Source: an optimization exercise on an open RTL-to-GDS flow (aim: small area and a short achievable clock period). Production flows keep margins and buffers that such runs may drop.
In this exercise RTL edits were held to simulation tests only and were not proved equivalent to the original.
The clock port is modelled as an ideal driver, which makes a skipped or thinned clock tree look cheaper than it is; a real chip needs a root buffer or a tree.
Power is estimated from default activity; no workload was simulated.

==> flow/design.v (excerpt) <==
module mem_responder #(
  parameter int WORDS = 64,
  parameter int WAIT  = 2
) (
  input  logic        clk,
  input  logic        reset,
  input  logic        req,
  input  logic        we,
  input  logic [31:0] adr,
  input  logic [31:0] wd,
  input  logic [3:0]  be,
  output logic [31:0] rd,
  output logic        ready,
  output logic        err
);
  logic [3:0] be_in;
  assign be_in = be;
  logic idle_q, b1_q, b2_q, resp_q, err_q;
  logic        we_q;
  logic [63:0] row_q;            
  logic [31:0] wd_q;
  logic [3:0]  be_q;
  logic [7:0]  wrg_q;
  logic [31:0] rd_q;
  logic adr_ok, acc;
  assign adr_ok = (adr[1:0] == 2'b00) && (adr[31:8] == 24'd0);
  assign acc    = idle_q && req;
  always_ff @(posedge clk) begin
    if (reset) begin
      idle_q <= 1'b1;
      b1_q   <= 1'b0;
      b2_q   <= 1'b0;
      resp_q <= 1'b0;
      err_q  <= 1'b0;
      wrg_q  <= '0;
    end else begin
      idle_q <= resp_q || (idle_q && !req);
      b1_q   <= acc && adr_ok;
      b2_q   <= b1_q;
      resp_q <= b2_q || (acc && !adr_ok);
      err_q  <= acc && !adr_ok;
      for (int i = 0; i < 8; i++) wrg_q[i] <= resp_q && we_q && !err_q && (row_q[8*i +: 8] != '0);
    end
  end
  always_ff @(posedge clk) begin
    if (idle_q) begin
      we_q  <= we;
      for (int w = 0; w < 64; w++) row_q[w] <= (adr[7:2] == 6'(w));
      wd_q  <= wd;
      be_q  <= be_in;
    end
  end
  logic p_q;
  always_ff @(posedge clk) p_q <= !p_q;
  logic [63:0] wsel_n;       
  logic [31:0]   wdp;
  logic [2047:0] mem_q, mem_d;
  logic [255:0]  ld;
  logic [3:0]    be_n;
  always_comb begin
    for (int b = 0; b < 4; b++) be_n[b] = !be_q[b];
    for (int i = 0; i < 32; i++) wdp[i] = (wd_q[i] ^ p_q) || be_n[i / 8];
  end
  genvar gw, gi, gg;
  generate
    for (gw = 0; gw < 64; gw++) begin : g_dec
      mr_nand2 u_ws  (.a(row_q[gw]), .b(wrg_q[gw / 8]), .y(wsel_n[gw]));
      for (gi = 0; gi < 4; gi++) begin : g_ld
        mr_nor2 u_ld (.a(wsel_n[gw]), .b(be_n[gi]), .y(ld[4*gw+gi]));
      end
    end
  endgenerate
  generate
  ...
Size: ~6300 cells after synthesis, roughly 110 I/O pins, ~71000 sq um of cells after synthesis.
==> module mem_responder, before the edit <==
module mem_responder #(
  parameter int WORDS = 64,
  parameter int WAIT  = 2
) (
  input  logic        clk,
  input  logic        reset,
  input  logic        req,
  input  logic        we,
  input  logic [31:0] adr,
  input  logic [31:0] wd,
  input  logic [3:0]  be,
  output logic [31:0] rd,
  output logic        ready,
  output logic        err
);
  logic [3:0] be_in;
  assign be_in = be;
  logic idle_q, b1_q, b2_q, resp_q, err_q;
  logic        we_q;
  logic [63:0] row_q;            
  logic [31:0] wd_q;
  logic [3:0]  be_q;
  logic [7:0]  wrg_q;
  logic [31:0] rd_q;
  logic adr_ok, acc;
  assign adr_ok = (adr[1:0] == 2'b00) && (adr[31:8] == 24'd0);
  assign acc    = idle_q && req;
  always_ff @(posedge clk) begin
    if (reset) begin
      idle_q <= 1'b1;
      b1_q   <= 1'b0;
      b2_q   <= 1'b0;
      resp_q <= 1'b0;
      err_q  <= 1'b0;
      wrg_q  <= '0;
    end else begin
      idle_q <= resp_q || (idle_q && !req);
      b1_q   <= acc && adr_ok;
      b2_q   <= b1_q;
      resp_q <= b2_q || (acc && !adr_ok);
      err_q  <= acc && !adr_ok;
      for (int i = 0; i < 8; i++) wrg_q[i] <= resp_q && we_q && !err_q && (row_q[8*i +: 8] != '0);
    end
  end
  always_ff @(posedge clk) begin
    if (idle_q) begin
      we_q  <= we;
      for (int w = 0; w < 64; w++) row_q[w] <= (adr[7:2] == 6'(w));
      wd_q  <= wd;
      be_q  <= be_in;
    end
  end
  logic p_q;
  always_ff @(posedge clk) p_q <= !p_q;
  logic [63:0] wsel_n;       
  logic [31:0]   wdp;
  logic [2047:0] mem_q, mem_d;
  logic [255:0]  ld;
  logic [3:0]    be_n;
  always_comb begin
    for (int b = 0; b < 4; b++) be_n[b] = !be_q[b];
    for (int i = 0; i < 32; i++) wdp[i] = (wd_q[i] ^ p_q) || be_n[i / 8];
  end
  genvar gw, gi, gg;
  generate
    for (gw = 0; gw < 64; gw++) begin : g_dec
      mr_nand2 u_ws  (.a(row_q[gw]), .b(wrg_q[gw / 8]), .y(wsel_n[gw]));
      for (gi = 0; gi < 4; gi++) begin : g_ld
        mr_nor2 u_ld (.a(wsel_n[gw]), .b(be_n[gi]), .y(ld[4*gw+gi]));
      end
    end
  endgenerate
  generate
    for (gw = 0; gw < 64; gw++) begin : g_w
      for (gi = 0; gi < 32; gi++) begin : g_b
        mr_o22ai u_cell (
          .a1(mem_q[32*gw+gi]), .a2(ld[4*gw+gi/8]),
          .b1(wdp[gi]),         .b2(wsel_n[gw]),
          .y(mem_d[32*gw+gi])
        );
      end
    end
  endgenerate
  always_ff @(posedge clk) mem_q <= mem_d;
  logic [31:0] raw_d, raw_q;
  generate
    for (gi = 0; gi < 32; gi++) begin : g_rd
      logic [7:0] g;    
      logic [3:0] n;    
      for (gg = 0; gg < 8; gg++) begin : g_g
        logic [7:0] m;
        for (gw = 0; gw < 8; gw++) begin : g_m
          assign m[gw] = mem_q[32*(8*gg+gw)+gi];
        end
        mr_or8 u_g (.m(m), .s(row_q[8*gg +: 8]), .y(g[gg]));
      end
      for (gg = 0; gg < 4; gg++) begin : g_n
        mr_nor2 u_n (.a(g[2*gg]), .b(g[2*gg+1]), .y(n[gg]));
      end
      mr_nand4 u_x (.a(n[0]), .b(n[1]), .c(n[2]), .d(n[3]), .y(raw_d[gi]));
    end
  endgenerate
  always_ff @(posedge clk) raw_q <= raw_d;
  logic rd_en_n;
  assign rd_en_n = !(b2_q && !we_q && !reset);
  logic [31:0] rd_d;
  generate
    for (gi = 0; gi < 32; gi++) begin : g_out
      logic xp;
      mr_xor2 u_p (.a(raw_q[gi]), .b(p_q), .y(xp));
      mr_nor2 u_o (.a(xp), .b(rd_en_n), .y(rd_d[gi]));
    end
  endgenerate
  always_ff @(posedge clk) rd_q <= rd_d;
  assign ready = resp_q;
  assign err   = err_q;
  assign rd    = rd_q;
endmodule
==> module mr_nand2, before the edit <==
module mr_nand2 (input logic a, b, output logic y);
  assign y = !(a && b);
endmodule
==> flow/config.mk <==
export PLATFORM = sky130hd
export DESIGN_NAME = mem_responder
export DESIGN_NICKNAME = mem_responder
export VERILOG_FILES = /design/flow/design.v
export SDC_FILE = /design/flow/constraint.sdc
export NUM_CORES = 4
export LEC_CHECK = 0
export CAP_MARGIN = 20
export CORE_MARGIN = 2
export CORE_UTILIZATION = 40
export SETUP_SLACK_MARGIN = 3.4
export SLEW_MARGIN = 20
export SYNTH_HIERARCHICAL = 1
export SYNTH_MINIMUM_KEEP_SIZE = 0
==> flow/constraint.sdc <==
create_clock -name core_clock -period 5.5 [get_ports {clk}]
set_input_delay 1.1000 -clock core_clock [delete_from_list [all_inputs] [get_ports {clk}]]
set_output_delay 1.1000 -clock core_clock [all_outputs]
set_load 0.01 [all_outputs]
standard.sh (not shown) runs the stock make flow with config.mk's settings and CLKGATE_MAP_FILE= SYNTH_SCRIPT=/design/flow/synth_recipe.tcl, a recipe that flattens the netlist after the stock synthesis.
==> flow/flow/run.sh <==
#!/bin/bash
# The standard layout (standard.sh) with the CTS step replaced and two ORFS settings changed:
#  - port buffers are buf_4 cells (buffer_ports picks a slow delay cell by default);
#  - timing repair may resize a cell to any footprint (sky130hd sets MATCH_CELL_FOOTPRINT=1);
#  - the clock tree is built by flow/cts.tcl (two buffer levels, see flow/clock_tree.tcl)
#    between ORFS's place and route steps.
# Each tool's output goes to its own log here; each ORFS step also keeps its log under orfs/logs.
set -euo pipefail
VARS=(MATCH_CELL_FOOTPRINT=0 "BUFFER_PORTS_ARGS=-buffer_cell sky130_fd_sc_hd__buf_4")
bash standard.sh "${VARS[@]}" place > flow_place.log 2>&1
CTS_SETUP_MARGIN=3.4 openroad -no_init -threads "${NUM_CORES:-4}" -exit flow/cts.tcl > flow_cts.log 2>&1
bash standard.sh "${VARS[@]}" finish > flow_finish.log 2>&1
Other scripts of this flow, unchanged in this note and not shown: flow/flow/clock_tree.tcl, flow/flow/cts.tcl
The baseline passed the timing, DRC and antenna checks.
==> next run, changes <==
--- a/flow/design.v
+++ b/flow/design.v
@@ -14,15 +14,16 @@
   output logic        err
 );
   logic [3:0] be_in;
   assign be_in = be;
   logic idle_q, b1_q, b2_q, resp_q, err_q;
+  logic p_q;
   logic        we_q;
   logic [63:0] row_q;            
   logic [31:0] wd_q;
   logic [3:0]  be_q;
-  logic [7:0]  wrg_q;
+  logic [3:0]  wbe_n_q;
   logic [31:0] rd_q;
   logic adr_ok, acc;
   assign adr_ok = (adr[1:0] == 2'b00) && (adr[31:8] == 24'd0);
   assign acc    = idle_q && req;
   always_ff @(posedge clk) begin
@@ -30,54 +31,51 @@
       idle_q <= 1'b1;
       b1_q   <= 1'b0;
       b2_q   <= 1'b0;
       resp_q <= 1'b0;
       err_q  <= 1'b0;
-      wrg_q  <= '0;
+      wbe_n_q <= 4'hF;
     end else begin
       idle_q <= resp_q || (idle_q && !req);
       b1_q   <= acc && adr_ok;
       b2_q   <= b1_q;
       resp_q <= b2_q || (acc && !adr_ok);
       err_q  <= acc && !adr_ok;
-      for (int i = 0; i < 8; i++) wrg_q[i] <= resp_q && we_q && !err_q && (row_q[8*i +: 8] != '0);
+      for (int b = 0; b < 4; b++) wbe_n_q[b] <= !(resp_q && we_q && !err_q && be_q[b]);
     end
   end
   always_ff @(posedge clk) begin
     if (idle_q) begin
       we_q  <= we;
       for (int w = 0; w < 64; w++) row_q[w] <= (adr[7:2] == 6'(w));
-      wd_q  <= wd;
+      wd_q  <= wd ^ {32{p_q}};
       be_q  <= be_in;
     end
   end
-  logic p_q;
   always_ff @(posedge clk) p_q <= !p_q;
-  logic [63:0] wsel_n;       
+  logic [63:0]   row_n;
   logic [31:0]   wdp;
   logic [2047:0] mem_q, mem_d;
   logic [255:0]  ld;
-  logic [3:0]    be_n;
   always_comb begin
-    for (int b = 0; b < 4; b++) be_n[b] = !be_q[b];
-    for (int i = 0; i < 32; i++) wdp[i] = (wd_q[i] ^ p_q) || be_n[i / 8];
+    for (int i = 0; i < 32; i++) wdp[i] = wd_q[i] || wbe_n_q[i / 8];
   end
   genvar gw, gi, gg;
   generate
     for (gw = 0; gw < 64; gw++) begin : g_dec
-      mr_nand2 u_ws  (.a(row_q[gw]), .b(wrg_q[gw / 8]), .y(wsel_n[gw]));
+      mr_inv u_rn (.a(row_q[gw]), .y(row_n[gw]));
       for (gi = 0; gi < 4; gi++) begin : g_ld
-        mr_nor2 u_ld (.a(wsel_n[gw]), .b(be_n[gi]), .y(ld[4*gw+gi]));
+        mr_nor2 u_ld (.a(row_n[gw]), .b(wbe_n_q[gi]), .y(ld[4*gw+gi]));
       end
     end
   endgenerate
   generate
     for (gw = 0; gw < 64; gw++) begin : g_w
       for (gi = 0; gi < 32; gi++) begin : g_b
         mr_o22ai u_cell (
           .a1(mem_q[32*gw+gi]), .a2(ld[4*gw+gi/8]),
-          .b1(wdp[gi]),         .b2(wsel_n[gw]),
+          .b1(wdp[gi]),         .b2(row_n[gw]),
           .y(mem_d[32*gw+gi])
         );
       end
     end
   endgenerate
@@ -124,12 +122,12 @@
   always_comb begin
     for (int i = 0; i < 4; i++) t[i] = !((m[2*i] && s[2*i]) || (m[2*i+1] && s[2*i+1]));
   end
   assign y = !(t[0] && t[1] && t[2] && t[3]);
 endmodule
-module mr_nand2 (input logic a, b, output logic y);
-  assign y = !(a && b);
+module mr_inv (input logic a, output logic y);
+  assign y = !a;
 endmodule
 module mr_nand4 (input logic a, b, c, d, output logic y);
   assign y = !(a && b && c && d);
 endmodule
 module mr_nor2 (input logic a, b, output logic y);
Register-to-register slack is about the same; die area stays flat; fmax barely changes; combinational power came out lower by about 3%; hold slack is worse by 0.041 ns; cell count climbs by 0.98%; worst setup slack loses 0.0031 ns; routed wire length rose by 8.2%; clock skew falls by 0.0038 ns; via count rises by 1.8%.
No run of this note takes its clock network from TritonCTS; it comes from the design's own scripts or RTL.

==> port drivers added, routing unchanged <==
Ports are ideal in the flow. The routed layouts listed here were re-timed in OpenROAD.
Step 1 assumes that a clkbuf_16 drives the clock port and a buf_2 every other input.
Step 2 times the ports against the registers' clock, not the clock port: input delays grow and output delays shrink by t, the midpoint of the rising clock arrivals with the driver on.
Three values: ideal, step 1, step 2; two values: the first two.
run	shift t [ns]	setup slack, ns	clock arrival spread, ns
the first run	0.735	3.342 / 3.191 / 2.937	0.058 / 0.060
the second run	0.736	3.339 / 3.185 / 2.705	0.059 / 0.059
After both steps setup and hold are still met in every run listed. For the second run, which loses most, drivers alone change the setup slack by -0.154 ns; drivers and shift together by -0.634 ns.
